Background: an optimization exercise with open tools, aiming at a short achievable clock period and few clock cycles per item. Do not read the settings as production practice.
Function was checked by simulation only, so behaviour that the tests miss may differ from the original.
Power and IR drop assume default switching activity.

### flow/standard.sh
#!/bin/bash
# synth_recipe.tcl (not shown) runs the flow's synth.tcl, then flattens the netlist and writes it again
# the make line also repeats each setting of config.mk as NAME=value (left out here)
make -C /OpenROAD-flow-scripts/flow DESIGN_CONFIG=/design/flow/config.mk WORK_HOME=/design/flow/orfs CLKGATE_MAP_FILE= SYNTH_SCRIPT=/design/flow/synth_recipe.tcl "${@:-finish}"
### flow/constraint.sdc
create_clock -name core_clock -period 16.0 [get_ports {clk}]
set_input_delay 3.2000 -clock core_clock [delete_from_list [all_inputs] [get_ports {clk}]]
set_output_delay 3.2000 -clock core_clock [all_outputs]
set_load 0.01 [all_outputs]
### flow/config.mk
export PLATFORM = sky130hd
export DESIGN_NAME = rv_top
export DESIGN_NICKNAME = rv_top
export VERILOG_FILES = /design/flow/design.v
export SDC_FILE = /design/flow/constraint.sdc
export NUM_CORES = 4
export LEC_CHECK = 0
export ABC_CLOCK_PERIOD_IN_PS = 1000
export CAP_MARGIN = 20
export CORE_MARGIN = 2
export CORE_UTILIZATION = 55
export CTS_BUF_LIST = sky130_fd_sc_hd__clkbuf_16
export CTS_CLUSTER_DIAMETER = 50
export CTS_CLUSTER_SIZE = 25
export SLEW_MARGIN = 20
### flow/flow/run.sh
#!/bin/bash
# The standard layout, with repair_timing asked to leave 12 ns of setup slack
set -euo pipefail
bash standard.sh SETUP_SLACK_MARGIN=12 finish > standard.log 2>&1
### flow/design.v
`default_nettype none
package rv_pkg;
    localparam int xlen = 32;
    typedef logic [xlen-1:0] word_t;
    typedef logic [4:0]      reg_addr_t;
    typedef logic [6:0]      opcode_t;
    typedef logic [2:0]      funct3_t;
    localparam opcode_t OPC_LUI    = 7'b0110111;
    localparam opcode_t OPC_AUIPC  = 7'b0010111;
    localparam opcode_t OPC_JAL    = 7'b1101111;
    localparam opcode_t OPC_JALR   = 7'b1100111;
    localparam opcode_t OPC_BRANCH = 7'b1100011;
    localparam opcode_t OPC_OP_IMM = 7'b0010011;
    localparam opcode_t OPC_OP     = 7'b0110011;
    localparam opcode_t OPC_SYSTEM = 7'b1110011;
    localparam word_t EBREAK_WORD = 32'h0010_0073;
    typedef struct packed {
        reg_addr_t rs1_addr;
        reg_addr_t rs2_addr;
        reg_addr_t rd_addr;
        funct3_t   funct3;
        logic      is_lui;
        logic      is_auipc;
        logic      is_jal;
        logic      is_jalr;
        logic      is_branch;
        logic      is_op;
        logic      is_op_imm;
        logic      is_ebreak;
        logic      rd_wen;       
        logic      uses_rs1;     
        logic      uses_rs2;     
        logic      alt;          
        word_t     imm;          
        word_t     imm_pc;       
    } dec_t;
    typedef struct packed {
        logic      valid;
        word_t     pc;
        logic      rd_wen;
        reg_addr_t rd_addr;
        word_t     rd_data;
    } retire_t;
    localparam word_t RESET_PC_DEFAULT = 32'h8000_0000;
endpackage
`default_nettype wire
`timescale 1ns/1ps
`default_nettype none
module rv_decoder (
    input  rv_pkg::word_t inst,
    output rv_pkg::dec_t  dec
);
    rv_pkg::opcode_t opcode;
    logic            writes_rd;
    assign opcode = inst[6:0];
    always_comb begin
        dec           = '0;
        dec.rs1_addr  = inst[19:15];
        dec.rs2_addr  = inst[24:20];
        dec.rd_addr   = inst[11:7];
        dec.funct3    = inst[14:12];
        dec.is_lui    = (opcode == rv_pkg::OPC_LUI);
        dec.is_auipc  = (opcode == rv_pkg::OPC_AUIPC);
        dec.is_jal    = (opcode == rv_pkg::OPC_JAL);
        dec.is_jalr   = (opcode == rv_pkg::OPC_JALR);
        dec.is_branch = (opcode == rv_pkg::OPC_BRANCH);
        dec.is_op     = (opcode == rv_pkg::OPC_OP);
        dec.is_op_imm = (opcode == rv_pkg::OPC_OP_IMM);
        dec.is_ebreak = (inst == rv_pkg::EBREAK_WORD);
        writes_rd = dec.is_lui || dec.is_auipc || dec.is_jal || dec.is_jalr ||
                    dec.is_op || dec.is_op_imm;
        dec.rd_wen   = writes_rd && (inst[11:7] != 5'd0);
        dec.uses_rs1 = dec.is_jalr || dec.is_branch || dec.is_op || dec.is_op_imm;
        dec.uses_rs2 = dec.is_branch || dec.is_op;
        dec.alt = inst[30] && ((inst[14:12] == 3'b101 && (dec.is_op || dec.is_op_imm)) ||
                               (inst[14:12] == 3'b000 && dec.is_op));
        if (dec.is_lui || dec.is_auipc) begin
            dec.imm = {inst[31:12], 12'b0};
        end else begin
            dec.imm = {{20{inst[31]}}, inst[31:20]};
        end
        if (dec.is_jal) begin
            dec.imm_pc = {{12{inst[31]}}, inst[19:12], inst[20], inst[30:21], 1'b0};
        end else begin
            dec.imm_pc = {{20{inst[31]}}, inst[7], inst[30:25], inst[11:8], 1'b0};
        end
    end
endmodule
`default_nettype wire
`timescale 1ns/1ps
`default_nettype none
module rv_regfile (
    input  logic              clk,
    input  logic              reset,
    input  rv_pkg::reg_addr_t rs1_addr,
    input  rv_pkg::reg_addr_t rs2_addr,
    input  rv_pkg::reg_addr_t waddr,
    input  rv_pkg::word_t     wdata,
    output logic [3:0][31:0]  rs1_part,
    output logic [3:0][31:0]  rs2_part
);
    rv_pkg::word_t regs    [1:31];
    logic          written [1:31];
    always_ff @(posedge clk) begin
        if (reset) begin
            for (int i = 1; i < 32; i++) begin
                written[i] <= 1'b0;
            end
        end else if (waddr != '0) begin
            written[waddr] <= 1'b1;
        end
    end
    always_ff @(posedge clk) begin
        if (waddr != '0) begin
            regs[waddr] <= wdata;
        end
    end
    logic [3:0][31:0] p1;
    logic [3:0][31:0] p2;
    always_comb begin
        for (int g = 0; g < 4; g++) begin
            p1[g] = '0;
            p2[g] = '0;
            for (int j = 0; j < 8; j++) begin
                if (g * 8 + j > 0) begin
                    p1[g] = p1[g] | ((rs1_addr == 5'(g * 8 + j) && written[g * 8 + j])
                                     ? regs[g * 8 + j] : '0);
                    p2[g] = p2[g] | ((rs2_addr == 5'(g * 8 + j) && written[g * 8 + j])
                                     ? regs[g * 8 + j] : '0);
                end
            end
        end
    end
    always_ff @(posedge clk) begin
        rs1_part <= p1;
        rs2_part <= p2;
    end
endmodule
`default_nettype wire
`timescale 1ns/1ps
`default_nettype none
module rv_alu (
    input  rv_pkg::word_t a,
    input  rv_pkg::word_t b,
    input  rv_pkg::word_t ca,          
    input  rv_pkg::word_t cb,          
    input  rv_pkg::word_t link,        
    input  logic          sub,
    input  logic          sra,
    input  logic [8:0]    sel,         
    output rv_pkg::word_t sum,         
    output rv_pkg::word_t result,
    output logic          eq,
    output logic          lt,
    output logic          ltu
);
    rv_pkg::word_t sll;
    rv_pkg::word_t sr;
    assign sum = sub ? (a - b) : (a + b);
    assign lt  = $signed(ca) < $signed(cb);
    assign ltu = ca < cb;
    assign eq  = (ca == cb);
    assign sll = a << b[4:0];
    assign sr  = rv_pkg::word_t'($signed({sra && a[31], a}) >>> b[4:0]);
    logic a_lt;
    logic a_ltu;
    assign a_lt  = $signed(a) < $signed(b);
    assign a_ltu = a < b;
    assign result = ({32{sel[0]}} & sum)
                  | ({32{sel[1]}} & sll)
                  | ({32{sel[2]}} & {31'b0, a_lt})
                  | ({32{sel[3]}} & {31'b0, a_ltu})
                  | ({32{sel[4]}} & (a ^ b))
                  | ({32{sel[5]}} & sr)
                  | ({32{sel[6]}} & (a | b))
                  | ({32{sel[7]}} & (a & b))
                  | ({32{sel[8]}} & link);
endmodule
`default_nettype wire
`timescale 1ns/1ps
`default_nettype none
module rv_branch_unit #(
    parameter int PW = 3   
) (
    input  logic          clk,
    input  logic          reset,
    input  rv_pkg::word_t pc,
    output logic          pred_taken,
    output rv_pkg::word_t pred_target,
    output rv_pkg::word_t pred_offset,
    input  rv_pkg::word_t e_pc,
    input  logic          upd_valid,
    input  rv_pkg::word_t upd_pc,
    input  logic          upd_taken,
    input  logic          upd_cond,
    input  rv_pkg::word_t upd_target
);
    localparam int N = 1 << PW;
    logic          valid  [N];
    rv_pkg::word_t tag    [N];
    rv_pkg::word_t target [N];
    rv_pkg::word_t offset [N];
    logic          cond   [N];
    logic [1:0]    ctr    [N];
    logic [PW-1:0] ptr;
    logic [N-1:0] take;
    always_comb begin
        pred_target = '0;
        pred_offset = '0;
        for (int i = 0; i < N; i++) begin
            take[i] = valid[i] && (tag[i] == pc) && (!cond[i] || ctr[i][1]);
            pred_target = pred_target | (take[i] ? target[i] : '0);
            pred_offset = pred_offset | (take[i] ? offset[i] : '0);
        end
        pred_taken = |take;
    end
    logic [N-1:0] e_hit;
    logic [N-1:0] u_hit;
    always_comb begin
        for (int i = 0; i < N; i++) begin
            e_hit[i] = valid[i] && (tag[i] == e_pc);
        end
    end
    logic [N-1:0]  filled;
    logic          u_any;
    rv_pkg::word_t upd_offset;
    always_comb begin
        filled = '0;
        if (alloc) begin
            filled[ptr] = 1'b1;
        end
    end
    always_ff @(posedge clk) begin
        u_hit <= e_hit & ~filled;
        u_any <= |(e_hit & ~filled);
    end
    assign upd_offset = upd_target - upd_pc;
    logic alloc;
    assign alloc = upd_valid && !u_any && upd_taken;
    always_ff @(posedge clk) begin
        if (reset) begin
            ptr <= '0;
            for (int i = 0; i < N; i++) begin
                valid[i] <= 1'b0;
            end
        end else if (alloc) begin
            valid[ptr] <= 1'b1;
            ptr        <= ptr + 1'b1;
        end
    end
    always_ff @(posedge clk) begin
        if (upd_valid && u_any) begin
            for (int i = 0; i < N; i++) begin
                if (u_hit[i]) begin
                    if (upd_taken) target[i] <= upd_target;
                    if (upd_taken) offset[i] <= upd_offset;
                    if (upd_taken && ctr[i] != 2'b11) ctr[i] <= ctr[i] + 2'd1;
                    if (!upd_taken && ctr[i] != 2'b00) ctr[i] <= ctr[i] - 2'd1;
                end
            end
        end else if (alloc) begin
            tag[ptr]    <= upd_pc;
            target[ptr] <= upd_target;
            offset[ptr] <= upd_offset;
            cond[ptr]   <= upd_cond;
            ctr[ptr]    <= 2'b10;
        end
    end
endmodule
`default_nettype wire
`timescale 1ns/1ps
`default_nettype none
module rv_commit (
    input  logic              clk,
    input  logic              reset,
    input  logic              valid,
    input  rv_pkg::word_t     pc,
    input  logic              wen,
    input  rv_pkg::reg_addr_t rd,
    input  rv_pkg::word_t     result,
    input  logic              ebreak,
    output logic              halted,
    output rv_pkg::retire_t   retire
);
    always_ff @(posedge clk) begin
        if (reset) begin
            retire.valid  <= 1'b0;
            retire.rd_wen <= 1'b0;
            halted        <= 1'b0;
        end else begin
            retire.valid  <= valid;
            retire.rd_wen <= wen;
            if (valid && ebreak) begin
                halted <= 1'b1;   
            end
        end
        retire.pc      <= pc;
        retire.rd_addr <= rd;
        retire.rd_data <= result;
    end
endmodule
`default_nettype wire
`timescale 1ns/1ps
`default_nettype none
module rv_core #(
    parameter rv_pkg::word_t RESET_PC = rv_pkg::RESET_PC_DEFAULT
) (
    input  logic            clk,
    input  logic            reset,
    output rv_pkg::word_t   inst_addr,
    input  rv_pkg::word_t   inst_data,
    input  logic            inst_valid,
    output logic            halted,
    output rv_pkg::retire_t retire
);
    logic              running;        
    rv_pkg::word_t     f_pc;
    rv_pkg::word_t     f_pc_out;       
    logic              e_valid;
    logic              e_wen;          
    rv_pkg::reg_addr_t e_rd;
    rv_pkg::word_t     e_pc;
    rv_pkg::word_t     e_pc4;
    logic              e_a_w;          
    logic              e_b_w;
    logic              e_a_x;          
    logic              e_b_x;
    logic              e_a_rf;         
    logic              e_b_rf;
    logic              e_a_pc;         
    logic              e_b_imm;        
    rv_pkg::word_t     e_imm;
    rv_pkg::word_t     e_imm_pc;       
    logic              e_sub;
    logic              e_sra;
    logic [8:0]        e_sel;
    logic [2:0]        e_if1;          
    logic [2:0]        e_if0;          
    logic              e_branch;
    logic              e_jal;
    logic              e_jalr;
    logic              e_ebreak;
    logic              e_pred_taken;   
    rv_pkg::word_t     e_pred_target;
    rv_pkg::word_t     e_pred_offset;  
    logic              e_odd_taken;    
    logic              e_jr_imm0;      
    logic              e_jr_ok;        
    logic              e_to_target;    
    rv_pkg::reg_addr_t w_rd;           
    rv_pkg::word_t     w_data;
    rv_pkg::word_t     x_data;         
    logic              w_jr_redirect;  
    rv_pkg::word_t     w_jr_target;
    logic              u_valid;
    rv_pkg::word_t     u_pc;
    logic              u_taken;
    logic              u_cond;
    rv_pkg::word_t     u_target;
    logic          f_pred_taken;
    rv_pkg::word_t f_pred_target;
    rv_pkg::word_t f_pred_offset;
    rv_branch_unit u_btb (
        .clk         (clk),
        .reset       (reset),
        .pc          (f_pc),
        .pred_taken  (f_pred_taken),
        .pred_target (f_pred_target),
        .pred_offset (f_pred_offset),
        .e_pc        (e_pc),
        .upd_valid   (u_valid),
        .upd_pc      (u_pc),
        .upd_taken   (u_taken),
        .upd_cond    (u_cond),
        .upd_target  (u_target)
    );
    logic          e_redirect;
    rv_pkg::word_t e_redirect_pc;
    logic          e_drop;         
    rv_pkg::word_t f_next;
    assign f_next = e_redirect ? e_redirect_pc :
                    w_jr_redirect ? w_jr_target :
                    f_pred_taken ? f_pred_target : f_pc + 32'd4;
    assign inst_addr = f_pc_out;
    always_ff @(posedge clk) begin
        if (reset) begin
            f_pc <= RESET_PC;
        end else if (running && (inst_valid || e_redirect || w_jr_redirect)) begin
            f_pc <= f_next;
        end
    end
    always_ff @(posedge clk) begin
        if (reset) begin
            f_pc_out <= RESET_PC;
        end else if (inst_valid || e_redirect || w_jr_redirect) begin
            f_pc_out <= f_next;
        end
    end
    rv_pkg::dec_t  dec;
    logic [3:0][31:0] rf_rs1;
    logic [3:0][31:0] rf_rs2;
    rv_decoder u_decoder (
        .inst (inst_data),
        .dec  (dec)
    );
    logic f_a_w;
    logic f_b_w;
    logic f_a_x;
    logic f_b_x;
    assign f_a_w = dec.uses_rs1 && e_wen && (e_rd == dec.rs1_addr);
    assign f_b_w = dec.uses_rs2 && e_wen && (e_rd == dec.rs2_addr);
    assign f_a_x = dec.uses_rs1 && !f_a_w && (w_rd != '0) && (w_rd == dec.rs1_addr);
    assign f_b_x = dec.uses_rs2 && !f_b_w && (w_rd != '0) && (w_rd == dec.rs2_addr);
    rv_regfile u_regfile (
        .clk      (clk),
        .reset    (reset),
        .rs1_addr (dec.rs1_addr),
        .rs2_addr (dec.rs2_addr),
        .waddr    (w_rd),
        .wdata    (w_data),
        .rs1_part (rf_rs1),
        .rs2_part (rf_rs2)
    );
    logic [8:0] f_sel;
    logic       f_arith;
    assign f_arith  = dec.is_op || dec.is_op_imm;
    assign f_sel[0] = dec.is_lui || dec.is_auipc || (f_arith && dec.funct3 == 3'b000);
    assign f_sel[1] = f_arith && dec.funct3 == 3'b001;
    assign f_sel[2] = f_arith && dec.funct3 == 3'b010;
    assign f_sel[3] = f_arith && dec.funct3 == 3'b011;
    assign f_sel[4] = f_arith && dec.funct3 == 3'b100;
    assign f_sel[5] = f_arith && dec.funct3 == 3'b101;
    assign f_sel[6] = f_arith && dec.funct3 == 3'b110;
    assign f_sel[7] = f_arith && dec.funct3 == 3'b111;
    assign f_sel[8] = dec.is_jal || dec.is_jalr;
    logic [5:0] f_cond;
    assign f_cond[0] = dec.is_branch && dec.funct3 == 3'b000;
    assign f_cond[1] = dec.is_branch && dec.funct3 == 3'b001;
    assign f_cond[2] = dec.is_branch && dec.funct3 == 3'b100;
    assign f_cond[3] = dec.is_branch && dec.funct3 == 3'b101;
    assign f_cond[4] = dec.is_branch && dec.funct3 == 3'b110;
    assign f_cond[5] = dec.is_branch && dec.funct3 == 3'b111;
    logic f_fire;
    assign f_fire = inst_valid && running && !e_drop && !w_jr_redirect;
    always_ff @(posedge clk) begin
        if (reset) begin
            e_valid <= 1'b0;
            e_wen   <= 1'b0;
        end else begin
            e_valid <= f_fire;
            e_wen   <= f_fire && dec.rd_wen;
        end
        e_rd          <= dec.rd_addr;
        e_pc          <= f_pc;
        e_pc4         <= f_pc + 32'd4;
        e_a_w         <= f_a_w;
        e_b_w         <= f_b_w;
        e_a_x         <= f_a_x;
        e_b_x         <= f_b_x;
        e_a_rf        <= dec.uses_rs1 && !f_a_w && !f_a_x;
        e_b_rf        <= dec.uses_rs2 && !f_b_w && !f_b_x;
        e_a_pc        <= dec.is_auipc;
        e_b_imm       <= !dec.uses_rs2;
        e_imm         <= dec.imm;
        e_imm_pc      <= dec.imm_pc;
        e_sub         <= dec.alt && dec.funct3 == 3'b000;
        e_sra         <= dec.alt && dec.funct3 == 3'b101;
        e_sel         <= f_sel;
        for (int k = 0; k < 3; k++) begin
            e_if1[k] <= f_cond[2 * k];
            e_if0[k] <= f_cond[2 * k + 1];
        end
        e_branch      <= dec.is_branch;
        e_jal         <= dec.is_jal;
        e_jalr        <= dec.is_jalr;
        e_ebreak      <= dec.is_ebreak;
        e_pred_taken  <= f_pred_taken;
        e_pred_target <= f_pred_target;
        e_pred_offset <= f_pred_offset;
        e_jr_imm0     <= (inst_data[31:20] == 12'd0);
        e_jr_ok       <= f_pred_taken && !f_pred_target[0];
        e_odd_taken   <= f_pred_taken && !dec.is_jal && !dec.is_branch && !dec.is_jalr;
        e_to_target   <= dec.is_jal || (dec.is_branch && !f_pred_taken);
    end
    rv_pkg::word_t e_a;
    rv_pkg::word_t e_b;
    rv_pkg::word_t e_sum;
    rv_pkg::word_t e_result;
    logic          e_eq;
    logic          e_lt;
    logic          e_ltu;
    logic          e_taken;
    rv_pkg::word_t e_target;
    rv_pkg::word_t e_jalr_target;
    logic          e_jalr_wrong;
    logic          e_late;         
    assign e_a = (e_a_rf ? (rf_rs1[0] | rf_rs1[1] | rf_rs1[2] | rf_rs1[3]) : '0) |
                 (e_a_w ? w_data : '0) | (e_a_x ? x_data : '0) | (e_a_pc ? e_pc : '0);
    assign e_b = (e_b_rf ? (rf_rs2[0] | rf_rs2[1] | rf_rs2[2] | rf_rs2[3]) : '0) |
                 (e_b_w ? w_data : '0) | (e_b_x ? x_data : '0) | (e_b_imm ? e_imm : '0);
    rv_pkg::word_t e_ca;
    rv_pkg::word_t e_cb;
    assign e_ca = (e_a_rf ? (rf_rs1[0] | rf_rs1[1] | rf_rs1[2] | rf_rs1[3]) : '0) |
                  (e_a_w ? w_data : '0) | (e_a_x ? x_data : '0);
    assign e_cb = (e_b_rf ? (rf_rs2[0] | rf_rs2[1] | rf_rs2[2] | rf_rs2[3]) : '0) |
                  (e_b_w ? w_data : '0) | (e_b_x ? x_data : '0);
    rv_alu u_alu (
        .a        (e_a),
        .b        (e_b),
        .ca       (e_ca),
        .cb       (e_cb),
        .link     (e_pc4),
        .sub      (e_sub),
        .sra      (e_sra),
        .sel      (e_sel),
        .sum      (e_sum),
        .result   (e_result),
        .eq       (e_eq),
        .lt       (e_lt),
        .ltu      (e_ltu)
    );
    logic [2:0] e_cmp;
    assign e_cmp   = {e_ltu, e_lt, e_eq};
    assign e_taken = |((e_if1 & e_cmp) | (e_if0 & ~e_cmp));
    assign e_target      = e_pc + e_imm_pc;
    assign e_jalr_target = {e_sum[31:1], 1'b0};
    assign e_jalr_wrong  = !(e_jr_ok && (e_a[31:1] == e_pred_target[31:1]));   
    logic e_target_ok;
    assign e_target_ok = e_pred_taken && (e_pred_offset == e_imm_pc);
    logic       e_any;
    logic [2:0] e_go1;
    logic [2:0] e_go0;
    assign e_any = e_valid && ((e_jal && !e_target_ok) || e_odd_taken ||
                               (e_jalr && e_jr_imm0 && e_jalr_wrong));
    assign e_go1 = {3{e_valid}} & ((e_if1 & {3{!e_pred_taken}}) | (e_if0 & {3{e_target_ok}}));
    assign e_go0 = {3{e_valid}} & ((e_if0 & {3{!e_pred_taken}}) | (e_if1 & {3{e_target_ok}}));
    assign e_redirect    = e_any || (|((e_go1 & e_cmp) | (e_go0 & ~e_cmp)));
    assign e_redirect_pc = e_jalr ? {e_a[31:1], 1'b0} : (e_to_target ? e_target : e_pc4);
    assign e_late        = e_valid && ((e_branch && e_pred_taken && !e_target_ok) ||
                                       (e_jalr && !e_jr_imm0));
    assign e_drop        = e_redirect || e_late || (e_valid && e_ebreak);
    always_ff @(posedge clk) begin
        if (reset) begin
            running <= 1'b1;
        end else if (e_valid && e_ebreak) begin
            running <= 1'b0;
        end
    end
    always_ff @(posedge clk) begin
        if (reset) begin
            w_rd          <= '0;
            w_jr_redirect <= 1'b0;
        end else begin
            w_rd          <= e_wen ? e_rd : 5'd0;
            w_jr_redirect <= e_late;
        end
        w_data      <= e_wen ? e_result : '0;
        x_data      <= w_data;
        w_jr_target <= e_jalr ? e_jalr_target : (e_taken ? e_target : e_pc4);
    end
    always_ff @(posedge clk) begin
        if (reset) begin
            u_valid <= 1'b0;
        end else begin
            u_valid <= e_valid && (e_branch || e_jal || e_jalr);
        end
        if (e_branch || e_jal || e_jalr) begin
            u_pc     <= e_pc;
            u_taken  <= e_jal || e_jalr || e_taken;
            u_cond   <= e_branch;
            u_target <= e_jalr ? e_jalr_target : e_target;
        end
    end
    rv_commit u_commit (
        .clk     (clk),
        .reset   (reset),
        .valid   (e_valid),
        .pc      (e_pc),
        .wen     (e_wen),
        .rd      (e_rd),
        .result  (e_result),
        .ebreak  (e_ebreak),
        .halted  (halted),
        .retire  (retire)
    );
endmodule
`default_nettype wire
`timescale 1ns/1ps
`default_nettype none
module rv_top (
    input  logic        clk,
    input  logic        reset,
    output logic [31:0] inst_addr,
    input  logic [31:0] inst_data,
    input  logic        inst_valid,
    output logic        halted,
    output logic        retire_valid,
    output logic [31:0] retire_pc,
    output logic        retire_rd_wen,
    output logic [4:0]  retire_rd_addr,
    output logic [31:0] retire_rd_data
);
    rv_pkg::retire_t retire;
    rv_core u_core (
        .clk        (clk),
        .reset      (reset),
        .inst_addr  (inst_addr),
        .inst_data  (inst_data),
        .inst_valid (inst_valid),
        .halted     (halted),
        .retire     (retire)
    );
    assign retire_valid   = retire.valid;
    assign retire_pc      = retire.pc;
    assign retire_rd_wen  = retire.rd_wen;
    assign retire_rd_addr = retire.rd_addr;
    assign retire_rd_data = retire.rd_data;
endmodule
`default_nettype wire
==> run notes, run 1 <==
outcome finished with violations; Failing Checks capacitance limit, slew limit; Synthesis Warnings 5; I/O Buffers 138; Synth Area in Compound Gates 15.62%; CTS sink cnt 2614; largest net degree at the start of global routing 60; GP Congestion 1.077; asr flop ratio synth 0%; Core Footprint 0.1997 mm2; clk slew on worst S/H paths 0.08 ns; Post-DP HPWL 311.8 mm; initial antenna violation count 58; biggest area consumer among synthesized cells edfxtp_1; H-tree depth 4; Root Buffer clkbuf_16; commonest non-fill, non-tap cell in the layout edfxtp_1; Worst Path Arrival 5.56 ns; placed cell areas 0.1189 mm2; vias in the first global route 85190; Slew headroom -8.810%; CP Capture Point u_core.f_pc_out[9]; die width 452.3 um; clk latency of the worst-skew pair 0.93 ns; PD cells 94.88 mW/mm2; post-route clock period utilization 29.70%; Num CTS Buffers 217; Non-Filler Instances 12500; Yosys top cell area share 49.83%; Cell Chain, Critical Path buf_4 > xor2_1 > nor4_1 > nand4_1 > nor4_2 > buf_4 > buf_12 > a22oi_1 > nand3_1 > mux2i_1 > o21ai_1 > mux2_4 > nor2_1 > nor3_1; flops & latches, synth 2614; Crit path required time 16.81 ns; share of post-route cells with drive strength above 1 31.38%; TritonCTS clock tree built; vias 93180; post-synth net total 8991; top_reg_cell synth edfxtp_1; Iteration-0 DRC Markers 18300; Crit Reg-Reg Startpoint u_core.f_pc[20]; nets 9839; start point of the critical path u_core.f_pc[20]; Setup TNS 0 ns; io pins 139; clk_skew 0.07658 ns; largest family of logic cells by synthesized area compound AO/OA/AOI/OAI gates; worst setup margin 11.25 ns; XOR/XNOR share of the synthesized area 5.523%; site row count 164; Routed Wire Length 541.6 mm; total power 13.57 mW; commonest non-fill, non-tap cells in the layout 1834 x edfxtp_1, 656 x dfxtp_1, 632 x a22oi_2, 589 x buf_4, 477 x a22oi_1; clock tree buffer depth 3; worst slack at placement 9.397 ns; FF-to-FF setup slack 11.25 ns; leading post-synthesis cells by cell area edfxtp_1 50%, dfxtp_1 14%, a22oi_1 7.5%; number of remaining DRC errors 0; EDFF count, synth 1834; Fmax achieved 0.2104 GHz; Post-Synthesis Cell Area 0.1105 mm2; unrepaired setup endpoints after global routing true; Post-Synth Adder-Cell Area 2.244%; Remaining Overflow, GRT 0; Hold Path Class flop to flop; Reg-to-Reg End u_core.f_pc_out[9]; Final Hold Viols 0; # setup viols final 0; maximum vdd drop 0.1210 mV; DR pass1 iterations 13; cell count after synthesis 8759; first-pass GRT wire length 702.7 mm; largest fanout on the critical path 51; Initial Util 55.36%; syn_area_per_cell 12.62 um2; Die Area 0.2046 mm2; Max Cap Violations 1; Worst Reg2Reg Path Length in Cells 14; Fillers 13020; Unique masters post-synth 89; worst stage delay on the critical path 0.65 ns; post-route cell area 0.1430 mm2; GRT Total Usage 49.95%; via-per-instance ratio 7.453; Worst setup SP type flop; fraction of synthesized area in multiplexers 1.395%; hold_ws 0.3950 ns; Crit-path slowest cell o21ai_1; CP Class flop to flop; Layout area overhead 29.37%; Slew Limit Fails 29; Final min period 4.753 ns; Worst Hold Launch u_core.e_pc[29]; Die Height 452.3 um; Worst setup EP type flop; most frequent CP cell buf_4; post-route ant nets 0; Post-Synth Simple-Gate Area 8.434%; placed cells 11250; post-DR wirelength/cell 43.32 um; register area share after synthesis 63.95%; Static Leak 52.63 nW; Worst-Margin Slew 1.630 ns; final core utilization 71.62%
[where the power goes]
part	internal [mW]	switching, mW	total [mW]
clock	2.85	2.97	5.82
sequential	7.17	0.0384	7.21
combinational	0.198	0.333	0.531
[what timing repair did]
| item | CTS | global route |
|---|---|---|
| endpoints found under the hold margin | 0 | 0 |
| hold buffers | 0 | 0 |
| gates cloned | 100 | 34 |
| pin swaps | 252 | 283 |
| buffers inserted | 379 | 277 |
| gates resized for setup | 1721 | 536 |
| setup endpoints to repair | 1009 | 645 |
[Yosys cell counts, types with 20 or more instances]
cell type and instances:
a222oi_1 78, o41ai_1 65, mux2i_1 118, o211ai_1 52, xnor2_1 411, inv_1 221, o21bai_1 22, buf_2 48
nor3_1 73, nor2b_1 22, a211oi_1 49, a21oi_1 234, a21o_1 86, nand2_1 523, nand2b_1 35, a31oi_1 43
nor2_1 386, nand4_1 296, nor4_1 94, nand3_1 233, a22oi_1 1108, and3_1 103, a22o_1 80, a221o_1 20
a221oi_1 77, xor2_1 286, mux2_2 31, and2_1 69, clkbuf_1 494, dfxtp_1 780, o21a_1 21, buf_1 47
o21ai_0 261, edfxtp_1 1834, ha_1 195
[worst min-delay path by stage]
stage | to | cells after the start | slack (ns)
6_report | u_core.u_commit.retire[67] | 0 | 0.40
5_1_grt | u_core.u_commit.retire[67] | 0 | 0.40
4_1_cts | u_core.u_commit.retire[67] | 0 | 0.38
3_5_place_dp | u_core.u_commit.retire[67] | 0 | 0.37
3_3_place_gp | u_core.u_commit.retire[67] | 0 | 0.38
2_1_floorplan | u_core.e_pc[0] | 0 | 0.33
[registers in the layout (all words and copies together), names as in the netlist, 16 cells and up]
register,count
u_core.u_regfile.rs1_part,128
u_core.e_imm,32
u_core.e_pc,32
u_core.u_btb.target,256
u_core.e_pred_offset,32
u_core.e_pred_target,31
u_core.u_btb.tag,256
u_core.u_btb.ctr,16
u_core.w_data,32
u_core.w_jr_target,32
u_core.u_btb.offset,256
u_core.x_data,32
u_core.f_pc_out,32
u_core.u_regfile.rs2_part,128
u_core.u_regfile.regs,992
u_core.u_target,32
u_core.u_pc,32
u_core.u_commit.retire,71
u_core.e_imm_pc,19
u_core.f_pc,32
u_core.e_pc4,30
u_core.u_regfile.written,31
[kinds of logic after synthesis]
family,Yosys count
flops,2614
compound gates,2382
simple gates,1903
buf+inv,816
xor+xnor,697
fa+ha+maj,197
mux,150
[routing by layer]
metal	global-route usage [%]	up-vias	routed length (um)
met5	0.2565	-	402
met4	48.52	30	68730
met3	15.47	2805	77920
met2	72.01	9468	223800
met1	58.74	45150	170800
li1	-	35720	-
[critical path: cells and delay by family (launching register included)]
family	cells	cell delay [ns]
simple gates	6	1.47
buf+inv	3	1.12
xor+xnor	1	0.15
compound gates	2	0.80
flops	1	0.57
mux	2	0.43
[cell type report]
cell class	count	area [um2]	area share (%)
antenna	43	107.6	0.07525
clock buffer	222	5555	3.885
clock inverter	193	2298	1.607
inverter	226	915.9	0.6405
multi-input combinational	5345	45010	31.48
sequential	2614	70930	49.61
tap	2656	3323	2.324
timing repair buffer	1203	14840	10.38
Testbench counts, summed over its fixed seeds: cycles 12,012, instructions 11,280.
==> inputs of run 2 (changes only) <==
==> flow/flow/run.sh (replaced) <==
#!/bin/bash
# The standard layout, with repair_timing asked to leave 11.5 ns of setup slack
set -euo pipefail
bash standard.sh SETUP_SLACK_MARGIN=11.5 finish > standard.log 2>&1
--- a/flow/config.mk
+++ b/flow/config.mk
@@ -8,8 +8,5 @@
 export ABC_CLOCK_PERIOD_IN_PS = 1000
 export CAP_MARGIN = 20
 export CORE_MARGIN = 2
-export CORE_UTILIZATION = 55
-export CTS_BUF_LIST = sky130_fd_sc_hd__clkbuf_16
-export CTS_CLUSTER_DIAMETER = 50
-export CTS_CLUSTER_SIZE = 25
+export CORE_UTILIZATION = 40
 export SLEW_MARGIN = 20
==> run 2 against run 1 <==
  * The run now finishes clean
  * Synthesized cell count unchanged
  * Setup slack improved by 0.022 ns
  * Final area decreased by 5.0%
  * Clock power increased by 14%
  * Sequential share of layout area increased by 2.6 points
  * Final cell count increased by 5.7%
  * Highest routed layer unchanged
==> run notes, run 2 <==
outcome timing/DRC/antenna clean (was finished with violations); Root Buffer clkbuf_16 (unchanged); Slew headroom 14.29% (was -8.810%); Final Hold Viols 0 (unchanged); Core Footprint 0.2743 mm2 (was 0.1997 mm2); I/O Buffers 138 (unchanged); Crit Reg-Reg Startpoint u_core.u_regfile.rs1_part[100] (was u_core.f_pc[20]); Worst-Margin Slew 1.286 ns (was 1.630 ns); clock tree buffer depth 4 (was 3); Setup TNS 0 ns (unchanged); clk slew on worst S/H paths 0.06 ns (was 0.08 ns); commonest non-fill, non-tap cells in the layout 1834 x edfxtp_1, 1066 x a22oi_1, 660 x dfxtp_1, 486 x nand2_1, 410 x buf_4 (was 1834 x edfxtp_1, 656 x dfxtp_1, 632 x a22oi_2, 589 x buf_4, 477 x a22oi_1); Worst Hold Launch u_core.e_rd[0] (was u_core.e_pc[29]); largest fanout on the critical path 7 (was 51); H-tree depth 5 (was 4); Crit path required time 16.41 ns (was 16.81 ns); Die Height 529.7 um (was 452.3 um); post-synth net total 8991 (unchanged); top_reg_cell synth edfxtp_1 (unchanged); clk latency of the worst-skew pair 0.91 ns (was 0.93 ns); top cells by count, synth 1834 x edfxtp_1, 1108 x a22oi_1, 780 x dfxtp_1 (unchanged); hold_ws 0.4192 ns (was 0.3950 ns); Worst setup SP type input pin (was flop); syn_area_per_cell 12.62 um2 (unchanged); maximum vdd drop 0.1166 mV (was 0.1210 mV); Iteration-0 DRC Markers 17400 (was 18300); nets 9499 (was 9839); vias in the first global route 81140 (was 85190); hold_buf cts 0 (unchanged); most common cell in the synthesized netlist edfxtp_1 (unchanged); number of remaining DRC errors 0 (unchanged); io pins 139 (unchanged); # setup viols final 0 (unchanged); Worst Reg2Reg Path Length in Cells 17 (was 14); CTS sink cnt 2614 (unchanged); Layout area overhead 22.91% (was 29.37%); initial antenna violation count 108 (was 58); WHS Path Cells 0 (unchanged); post-DR wirelength/cell 40.40 um (was 43.32 um); Routed Wire Length 534.0 mm (was 541.6 mm); Worst Path Arrival 5.14 ns (was 5.56 ns); PD cells 105.3 mW/mm2 (was 94.88 mW/mm2); max reg flops 992 (unchanged); Most flops, register u_core.u_regfile.regs (unchanged); site row count 192 (was 164); EDFF count, synth 1834 (unchanged); Post-Synthesis Cell Area 0.1105 mm2 (unchanged); unrepaired setup endpoints after global routing true (unchanged); DR pass1 iterations 9 (was 13); die width 529.7 um (was 452.3 um); Hold Path Class flop to flop (unchanged); Static Leak 49.89 nW (was 52.63 nW); post-route ant nets 0 (unchanged); CP Class input pin to flop (was flop to flop); leading post-synthesis cells by cell area edfxtp_1 50%, dfxtp_1 14%, a22oi_1 7.5% (unchanged); start point of the critical path inst_data[21] (was u_core.f_pc[20]); Post-DP HPWL 329.6 mm (was 311.8 mm); vias 89290 (was 93180); Fmax achieved 0.2114 GHz (was 0.2104 GHz); Die Area 0.2806 mm2 (was 0.2046 mm2); TritonCTS clock tree built (unchanged); biggest area consumer among synthesized cells edfxtp_1 (unchanged); asr flop ratio synth 0% (unchanged); Unique masters post-synth 89 (unchanged); register area share after synthesis 63.95% (unchanged); Worst setup EP type flop (unchanged); Final min period 4.730 ns (was 4.753 ns); cell count after synthesis 8759 (unchanged); share of post-route cells with drive strength above 1 19.69% (was 31.38%); first-pass GRT wire length 697.8 mm (was 702.7 mm); Num CTS Buffers 281 (was 217); post-route clock period utilization 29.56% (was 29.70%); Initial Util 40.29% (was 55.36%); Max Cap Violations 0 (was 1); flops & latches, synth 2614 (unchanged); Yosys top cell area share 49.83% (unchanged); GRT Total Usage 36.16% (was 49.95%); Synthesis Warnings 5 (unchanged); GP Congestion 1.067 (was 1.077); Slew Limit Fails 0 (was 29); via-per-instance ratio 6.756 (was 7.453); clk_skew 0.06224 ns (was 0.07658 ns); final core utilization 49.52% (was 71.62%); commonest non-fill, non-tap cell in the layout edfxtp_1 (unchanged); largest net degree at the start of global routing 68 (was 60); Remaining Overflow, GRT 0 (unchanged)
==> run 2: cell count changes in the layout (fill, tap and decap cells not counted), moves of 31 or more <==
| cell | change |
|---|---|
| buf_12 | -81 |
| buf_6 | -69 |
| buf_4 | -179 |
| buf_16 | -46 |
| clkbuf_16 | +63 |
| o21ai_0 | +46 |
| clkinv_8 | -34 |
| inv_8 | -32 |
| a22oi_1 | +589 |
| a22oi_2 | -589 |
| inv_6 | -31 |
| clkbuf_1 | +73 |
==> run 2: kinds of logic after synthesis <==
logic type | Yosys count | share of synthesized area (%)
mux | 150 | 1.395
simple gates | 1903 | 8.434
xor+xnor | 697 | 5.523
fa+ha+maj | 197 | 2.244
buf+inv | 816 | 2.832
compound gates | 2382 | 15.62
flops | 2614 | 63.95
==> run 2: worst max-delay path, cell delays in order <==
cell and delay [ns]:
clkbuf_2 0.10, buf_12 0.14, nor2_4 0.04, buf_6 0.16, buf_4 0.17, and3_4 0.16, buf_12 0.14, a22oi_2 0.17
nand4_1 0.81
==> run 2: layout make-up <==
type	instances	area (um2)
clock inverters	111	1225
flip-flops and latches	2614	70970
multi-input cells	5340	40520
repair buffers	804	9597
fillers	23500	138500
well taps	3686	4612
inverters	226	888.4
diodes	45	112.6
clock buffers	391	7933
==> run 2: power by group <==
| part | internal [mW] | switching, mW | total (mW) |
|---|---|---|---|
| registers | 7.18 | 0.0398 | 7.22 |
| clock network | 3.85 | 2.77 | 6.61 |
| logic | 0.158 | 0.307 | 0.465 |
| total | 11.2 | 3.11 | 14.3 |
==> run 2: routing by layer <==
| metal | GRT usage (%) | share of wire, % | up-vias |
|---|---|---|---|
| met2 | 50.12 | 40 | 8003 |
| met3 | 14.59 | 16 | 1572 |
| met1 | 48.83 | 38 | 44690 |
| li1 | - | - | 34960 |
| met4 | 17.25 | 6.1 | 64 |
| met5 | 0.2735 | 0.093 | - |
==> run 2: what timing repair did <==
action	4_1_cts	5_1_grt
setup buffers	174	112
setup endpoints to repair	635	475
cloned	56	24
gates resized for setup	1277	421
pin swaps	109	138
==> run 2: final timing paths <==
| kind | end | slack, ns |
|---|---|---|
| min reg2reg | u_core.u_commit.retire[32] | 0.42 |
| max | u_core.u_regfile.rs2_part[82] | 11.27 |
| max reg2reg | u_core.w_data[21] | 11.38 |
| min | u_core.u_commit.retire[32] | 0.42 |
==> run 2: metrics by stage <==
step                power [mW]  instance area, um2  cells  setup slack, ns
finish                   14.30              135900  13220            11.27
global route             14.57              135800  13180            11.33
CTS                      14.25              132600  13040            11.37
detailed placement       7.729              117100  12300            9.109
global placement         7.729              117100  12300            8.741
floorplan                7.539              110800   8759            11.14
==> inputs of run 3 (changes only) <==
--- a/flow/design.v
+++ b/flow/design.v
@@ -374,26 +374,41 @@
         .upd_cond    (u_cond),
         .upd_target  (u_target)
     );
-    logic          e_redirect;
+    logic          e_cmp_sel;
+    logic          e_redirect1;    
+    logic          e_redirect0;    
+    logic          e_stop;         
     rv_pkg::word_t e_redirect_pc;
-    logic          e_drop;         
-    rv_pkg::word_t f_next;
-    assign f_next = e_redirect ? e_redirect_pc :
-                    w_jr_redirect ? w_jr_target :
-                    f_pred_taken ? f_pred_target : f_pc + 32'd4;
+    rv_pkg::word_t f_follow;       
+    assign f_follow = w_jr_redirect ? w_jr_target :
+                      f_pred_taken ? f_pred_target : f_pc + 32'd4;
     assign inst_addr = f_pc_out;
+    rv_pkg::word_t f_pc_1;
+    rv_pkg::word_t f_pc_0;
+    assign f_pc_1 = !running ? f_pc :
+                    e_redirect1 ? e_redirect_pc :
+                    (inst_valid || w_jr_redirect) ? f_follow : f_pc;
+    assign f_pc_0 = !running ? f_pc :
+                    e_redirect0 ? e_redirect_pc :
+                    (inst_valid || w_jr_redirect) ? f_follow : f_pc;
     always_ff @(posedge clk) begin
         if (reset) begin
             f_pc <= RESET_PC;
-        end else if (running && (inst_valid || e_redirect || w_jr_redirect)) begin
-            f_pc <= f_next;
+        end else begin
+            f_pc <= e_cmp_sel ? f_pc_1 : f_pc_0;
         end
     end
+    rv_pkg::word_t f_out_1;
+    rv_pkg::word_t f_out_0;
+    assign f_out_1 = e_redirect1 ? e_redirect_pc :
+                     (inst_valid || w_jr_redirect) ? f_follow : f_pc_out;
+    assign f_out_0 = e_redirect0 ? e_redirect_pc :
+                     (inst_valid || w_jr_redirect) ? f_follow : f_pc_out;
     always_ff @(posedge clk) begin
         if (reset) begin
             f_pc_out <= RESET_PC;
-        end else if (inst_valid || e_redirect || w_jr_redirect) begin
-            f_pc_out <= f_next;
+        end else begin
+            f_pc_out <= e_cmp_sel ? f_out_1 : f_out_0;
         end
     end
     rv_pkg::dec_t  dec;
@@ -440,15 +455,17 @@
     assign f_cond[3] = dec.is_branch && dec.funct3 == 3'b101;
     assign f_cond[4] = dec.is_branch && dec.funct3 == 3'b110;
     assign f_cond[5] = dec.is_branch && dec.funct3 == 3'b111;
-    logic f_fire;
-    assign f_fire = inst_valid && running && !e_drop && !w_jr_redirect;
+    logic f_fire_1;    
+    logic f_fire_0;
+    assign f_fire_1 = inst_valid && running && !w_jr_redirect && !e_stop && !e_redirect1;
+    assign f_fire_0 = inst_valid && running && !w_jr_redirect && !e_stop && !e_redirect0;
     always_ff @(posedge clk) begin
         if (reset) begin
             e_valid <= 1'b0;
             e_wen   <= 1'b0;
         end else begin
-            e_valid <= f_fire;
-            e_wen   <= f_fire && dec.rd_wen;
+            e_valid <= e_cmp_sel ? f_fire_1 : f_fire_0;
+            e_wen   <= e_cmp_sel ? (f_fire_1 && dec.rd_wen) : (f_fire_0 && dec.rd_wen);
         end
         e_rd          <= dec.rd_addr;
         e_pc          <= f_pc;
@@ -492,7 +509,6 @@
     logic          e_taken;
     rv_pkg::word_t e_target;
     rv_pkg::word_t e_jalr_target;
-    logic          e_jalr_wrong;
     logic          e_late;         
     assign e_a = (e_a_rf ? (rf_rs1[0] | rf_rs1[1] | rf_rs1[2] | rf_rs1[3]) : '0) |
                  (e_a_w ? w_data : '0) | (e_a_x ? x_data : '0) | (e_a_pc ? e_pc : '0);
@@ -524,21 +540,30 @@
     assign e_taken = |((e_if1 & e_cmp) | (e_if0 & ~e_cmp));
     assign e_target      = e_pc + e_imm_pc;
     assign e_jalr_target = {e_sum[31:1], 1'b0};
-    assign e_jalr_wrong  = !(e_jr_ok && (e_a[31:1] == e_pred_target[31:1]));   
+    logic e_jr_eq;      
+    assign e_jr_eq = (e_ca[31:1] == e_pred_target[31:1]);
     logic e_target_ok;
     assign e_target_ok = e_pred_taken && (e_pred_offset == e_imm_pc);
-    logic       e_any;
-    logic [2:0] e_go1;
-    logic [2:0] e_go0;
+    logic e_jr_check;
+    logic e_any;
+    logic e_go1;
+    logic e_go0;
+    assign e_jr_check = e_jalr && e_jr_imm0 && e_jr_ok;
+    assign e_cmp_sel  = ((e_if1[0] || e_if0[0]) && e_eq) ||
+                        ((e_if1[1] || e_if0[1]) && e_lt) ||
+                        ((e_if1[2] || e_if0[2]) && e_ltu) ||
+                        (e_jr_check && e_jr_eq);
     assign e_any = e_valid && ((e_jal && !e_target_ok) || e_odd_taken ||
-                               (e_jalr && e_jr_imm0 && e_jalr_wrong));
-    assign e_go1 = {3{e_valid}} & ((e_if1 & {3{!e_pred_taken}}) | (e_if0 & {3{e_target_ok}}));
-    assign e_go0 = {3{e_valid}} & ((e_if0 & {3{!e_pred_taken}}) | (e_if1 & {3{e_target_ok}}));
-    assign e_redirect    = e_any || (|((e_go1 & e_cmp) | (e_go0 & ~e_cmp)));
-    assign e_redirect_pc = e_jalr ? {e_a[31:1], 1'b0} : (e_to_target ? e_target : e_pc4);
+                               (e_jalr && e_jr_imm0 && !e_jr_ok));
+    assign e_go1 = e_valid && ((|e_if1 && !e_pred_taken) || (|e_if0 && e_target_ok));
+    assign e_go0 = e_valid && ((|e_if0 && !e_pred_taken) || (|e_if1 && e_target_ok) ||
+                               e_jr_check);
+    assign e_redirect1 = e_any || e_go1;
+    assign e_redirect0 = e_any || e_go0;
+    assign e_redirect_pc = e_jalr ? {e_ca[31:1], 1'b0} : (e_to_target ? e_target : e_pc4);
     assign e_late        = e_valid && ((e_branch && e_pred_taken && !e_target_ok) ||
                                        (e_jalr && !e_jr_imm0));
-    assign e_drop        = e_redirect || e_late || (e_valid && e_ebreak);
+    assign e_stop        = e_late || (e_valid && e_ebreak);
     always_ff @(posedge clk) begin
         if (reset) begin
             running <= 1'b1;
==> run 3 against run 2 <==
  * Combinational power decreased by 9.5%
  * Via count decreased by 2.1%
  * Sequential cell count did not move
  * Largest power group unchanged
==> run notes, run 3 <==
Initial Util 40.28% (was 40.29%); asr flop ratio synth 0% (unchanged); vias in the first global route 81150 (was 81140); Slew headroom 12.51% (was 14.29%); Fillers 24160 (was 23500); PD cells 107.4 mW/mm2 (was 105.3 mW/mm2); Layout area overhead 21.25% (was 22.91%); max reg flops 992 (unchanged); CP Capture Point u_core.f_pc[3] (was u_core.u_regfile.rs2_part[82]); unrepaired setup endpoints after global routing true (unchanged); io pins 139 (unchanged); Root Buffer clkbuf_16 (unchanged); DR pass1 iterations 9 (unchanged); P_sw 3.187 mW (was 3.112 mW); Post-Synthesis Cell Area 0.1115 mm2 (was 0.1105 mm2); Worst-Margin Slew 1.312 ns (was 1.286 ns); # setup viols final 0 (unchanged); commonest non-fill, non-tap cells in the layout 1834 x edfxtp_1, 1045 x a22oi_1, 655 x dfxtp_1, 475 x nand2_1, 458 x xnor2_1 (was 1834 x edfxtp_1, 1066 x a22oi_1, 660 x dfxtp_1, 486 x nand2_1, 410 x buf_4); Slew Limit Fails 0 (unchanged); flops & latches, synth 2614 (unchanged); Worst Reg2Reg Path Length in Cells 18 (was 17); Seq pwr share 49.6% (was 50.5%); outcome timing/DRC/antenna clean (unchanged); Routed Wire Length 511.1 mm (was 534.0 mm); biggest area consumer among synthesized cells edfxtp_1 (unchanged); EDFF count, synth 1834 (unchanged); Most flops, register u_core.u_regfile.regs (unchanged); Synthesis Warnings 5 (unchanged); share of post-route cells with drive strength above 1 18.89% (was 19.69%); CTS sink cnt 2614 (unchanged); FF-to-FF setup slack 11.30 ns (was 11.38 ns); Max Cap Violations 0 (unchanged); commonest non-fill, non-tap cell in the layout edfxtp_1 (unchanged); Hold Path Class flop to flop (unchanged); number of remaining DRC errors 0 (unchanged); GRT Total Usage 34.42% (was 36.16%); post-synth net total 9132 (was 8991); H-tree depth 5 (unchanged); TritonCTS clock tree built (unchanged); first-pass GRT wire length 682.6 mm (was 697.8 mm); cell count after synthesis 8900 (was 8759); clk slew on worst S/H paths 0.06 ns (about the same); post-route clock period utilization 29.38% (was 29.56%); Yosys top cell area share 49.41% (was 49.83%); die width 531.9 um (was 529.7 um); Worst setup SP type flop (was input pin); Iteration-0 DRC Markers 14820 (was 17400); syn_area_per_cell 12.52 um2 (was 12.62 um2); maximum vdd drop 0.09916 mV (was 0.1166 mV); GP Congestion 1.048 (was 1.067); via-per-instance ratio 6.586 (was 6.756); total power 14.52 mW (was 14.30 mW); Remaining Overflow, GRT 0 (unchanged); Static Leak 47.86 nW (was 49.89 nW); clock tree buffer depth 4 (unchanged); Worst Hold Launch u_core.f_pc[18] (was u_core.e_rd[0]); start point of the critical path u_core.w_data[26] (was inst_data[21]); Final Hold Viols 0 (unchanged); top cells by count, synth 1834 x edfxtp_1, 1089 x a22oi_1, 780 x dfxtp_1 (was 1834 x edfxtp_1, 1108 x a22oi_1, 780 x dfxtp_1); clk latency of the worst-skew pair 0.95 ns (was 0.91 ns); Core Footprint 0.2767 mm2 (was 0.2743 mm2); nets 9548 (was 9499); Num CTS Buffers 283 (was 281); clk_skew 0.05903 ns (was 0.06224 ns); Fmax achieved 0.2128 GHz (was 0.2114 GHz); Int Pwr 11.33 mW (was 11.19 mW); Setup TNS 0 ns (unchanged); largest net degree at the start of global routing 75 (was 68); initial antenna violation count 53 (was 108); Die Height 531.9 um (was 529.7 um); I/O Buffers 138 (unchanged); Crit path required time 16.78 ns (was 16.41 ns); switch share 21.95% (was 21.76%); register area share after synthesis 63.42% (was 63.95%); Crit Reg-Reg Startpoint u_core.w_data[26] (was u_core.u_regfile.rs1_part[100]); combinational share of power 2.9% (was 3.3%); CP Class flop to flop (was input pin to flop); Worst setup EP type flop (unchanged); most common cell in the synthesized netlist edfxtp_1 (unchanged); post-route ant nets 0 (unchanged); Unique masters post-synth 96 (was 89); post-DR wirelength/cell 38.49 um (was 40.40 um); Die Area 0.2829 mm2 (was 0.2806 mm2); top_reg_cell synth edfxtp_1 (unchanged); Post-DP HPWL 323.8 mm (was 329.6 mm); Final min period 4.700 ns (was 4.730 ns); vias 87450 (was 89290); Clock Power Share 47.5% (was 46.2%); leading post-synthesis cells by cell area edfxtp_1 49%, dfxtp_1 14%, a22oi_1 7.3% (was edfxtp_1 50%, dfxtp_1 14%, a22oi_1 7.5%); hold_buf cts 0 (unchanged); Reg-to-Reg End u_core.f_pc[3] (was u_core.w_data[21]); largest fanout on the critical path 34 (was 7); Worst Path Arrival 5.48 ns (was 5.14 ns); site row count 193 (was 192)
-- run 3: cell count changes after synthesis, moves of 17 or more --
| cell | before | now |
|---|---|---|
| xor2_1 | 286 | 201 |
| xnor2_1 | 411 | 474 |
| a21oi_1 | 234 | 285 |
| nand3_1 | 233 | 282 |
| a221oi_1 | 77 | 105 |
| o21ai_0 | 261 | 237 |
| a211oi_1 | 49 | 68 |
| a22oi_1 | 1108 | 1089 |
| and3_1 | 103 | 121 |
| nor2b_1 | 22 | 40 |
| inv_1 | 221 | 238 |
-- run 3: routing by layer --
metal / track usage, % / up-vias / part of all wire [%]
met5: 0.3543 / - / 0.020
met4: 22.91 / 8 / 8.3
met3: 9.606 / 1483 / 13
met2: 51.31 / 6856 / 43
met1: 43.61 / 43830 / 36
li1: - / 35270 / -
-- run 3: power by group through the flow --
stage	Clock, mW	Combinational, mW	Sequential (mW)
2_1_floorplan	0	0.187	7.34
3_3_place_gp	0	0.335	7.36
3_5_place_dp	0	0.337	7.36
4_1_cts	6.92	0.383	7.20
5_1_grt	7.19	0.431	7.20
6_report	6.89	0.421	7.20
-- run 3: cell type report --
cell class	count	area, um2	area share [%]
tap	3705	4636	3.430
timing repair buffer	740	7913	5.855
clock buffer	379	7964	5.893
clock inverter	141	1805	1.336
sequential	2614	70980	52.52
multi-input combinational	5433	40840	30.22
inverter	244	957.2	0.7082
antenna	23	57.56	0.04259
-- run 3: kinds of logic after synthesis --
logic type,share of synthesized area [%]
compound gates,15.88
buf+inv,3.028
flops,63.42
xor+xnor,5.319
fa+ha+maj,2.225
simple gates,8.768
mux,1.363
-- run 3: how the worst min path moves through the flow --
stage	endpoint	slack (ns)	cells past startpoint
after detailed placement	u_core.e_pc[18]	0.35	0
after global placement	u_core.e_pc[18]	0.35	0
final	u_core.e_pc[18]	0.37	0
after floorplan	u_core.e_pc[0]	0.33	0
after global routing	u_core.e_pc[18]	0.38	0
after CTS	u_core.e_pc[18]	0.37	0
-- run 3: repair_timing --
| item | 4_1_cts | 5_1_grt |
|---|---|---|
| pin swaps | 84 | 148 |
| gates resized for setup | 1118 | 401 |
| gates cloned | 29 | 15 |
| endpoints found under the setup margin | 904 | 350 |
| buffers inserted | 124 | 123 |
-- run 3: worst max-delay path: stages, from the launching register on --
cell and delay, ns:
dfxtp_1 0.30, buf_4 0.30, a22oi_2 0.60, nand2_2 0.20, ha_1 0.33, o21ai_0 0.16
nor2_1 0.05, o21ai_0 0.20, a21oi_1 0.17, nor4_4 0.29, buf_4 0.15, mux2_4 0.30
or4b_4 0.63, nand2_8 0.17, buf_6 0.15, clkbuf_16 0.19, nand2_2 0.05, a32oi_1 0.22
nor2_1 0.07
-- run 3: stage by stage --
step | util (%) | hold slack [ns] | cells | setup slack [ns] | area (um2)
final | 48.84 | 0.3692 | 13280 | 11.30 | 135100
after detailed placement | 42.64 | 0.3486 | 12440 | 9.223 | 118000
after floorplan | - | 0.3258 | 8900 | 11.14 | 111900
after global placement | 42.61 | 0.3525 | 12440 | 8.658 | 117900
after CTS | 47.74 | 0.3675 | 13120 | 11.27 | 132100
after global routing | 48.82 | 0.3840 | 13260 | 11.28 | 135100
Testbench counts of run 3, summed over its fixed seeds: cycles 12,012, instructions 11,280.

==> static timing again, ports no longer ideal <==
The flow's constraints put no driver on any port. The routed layouts listed below were extracted and timed again, unchanged, in two steps.
Step 1, drivers: a clkbuf_16 drives clk and a buf_2 each remaining input, both assumed.
Step 2, shift: input delay + t, output delay - t, t = (earliest + latest rising clock arrival at the registers) / 2. This alone moves slack from input paths to output paths.
a / b / c = no drivers / after step 1 / after step 2; a / b = the first two.
run	shift t [ns]	setup slack, ns	hold WS [ns]	worst setup path after step 2	slew at the worst register clock pin (ns)
run 1	1.001	11.247 / 11.247 / 10.436	0.395 / 0.395 / 0.395	input to register	0.10 / 0.10
run 2	0.987	11.270 / 11.284 / 10.342	0.419 / 0.419 / 0.419	input to register	0.07 / 0.07
run 3	1.020	11.300 / 11.207 / 10.435	0.369 / 0.369 / 0.369	input to register	0.07 / 0.07
For run 2, which loses most, drivers alone change the setup slack by +0.014 ns; drivers and shift together by -0.928 ns.
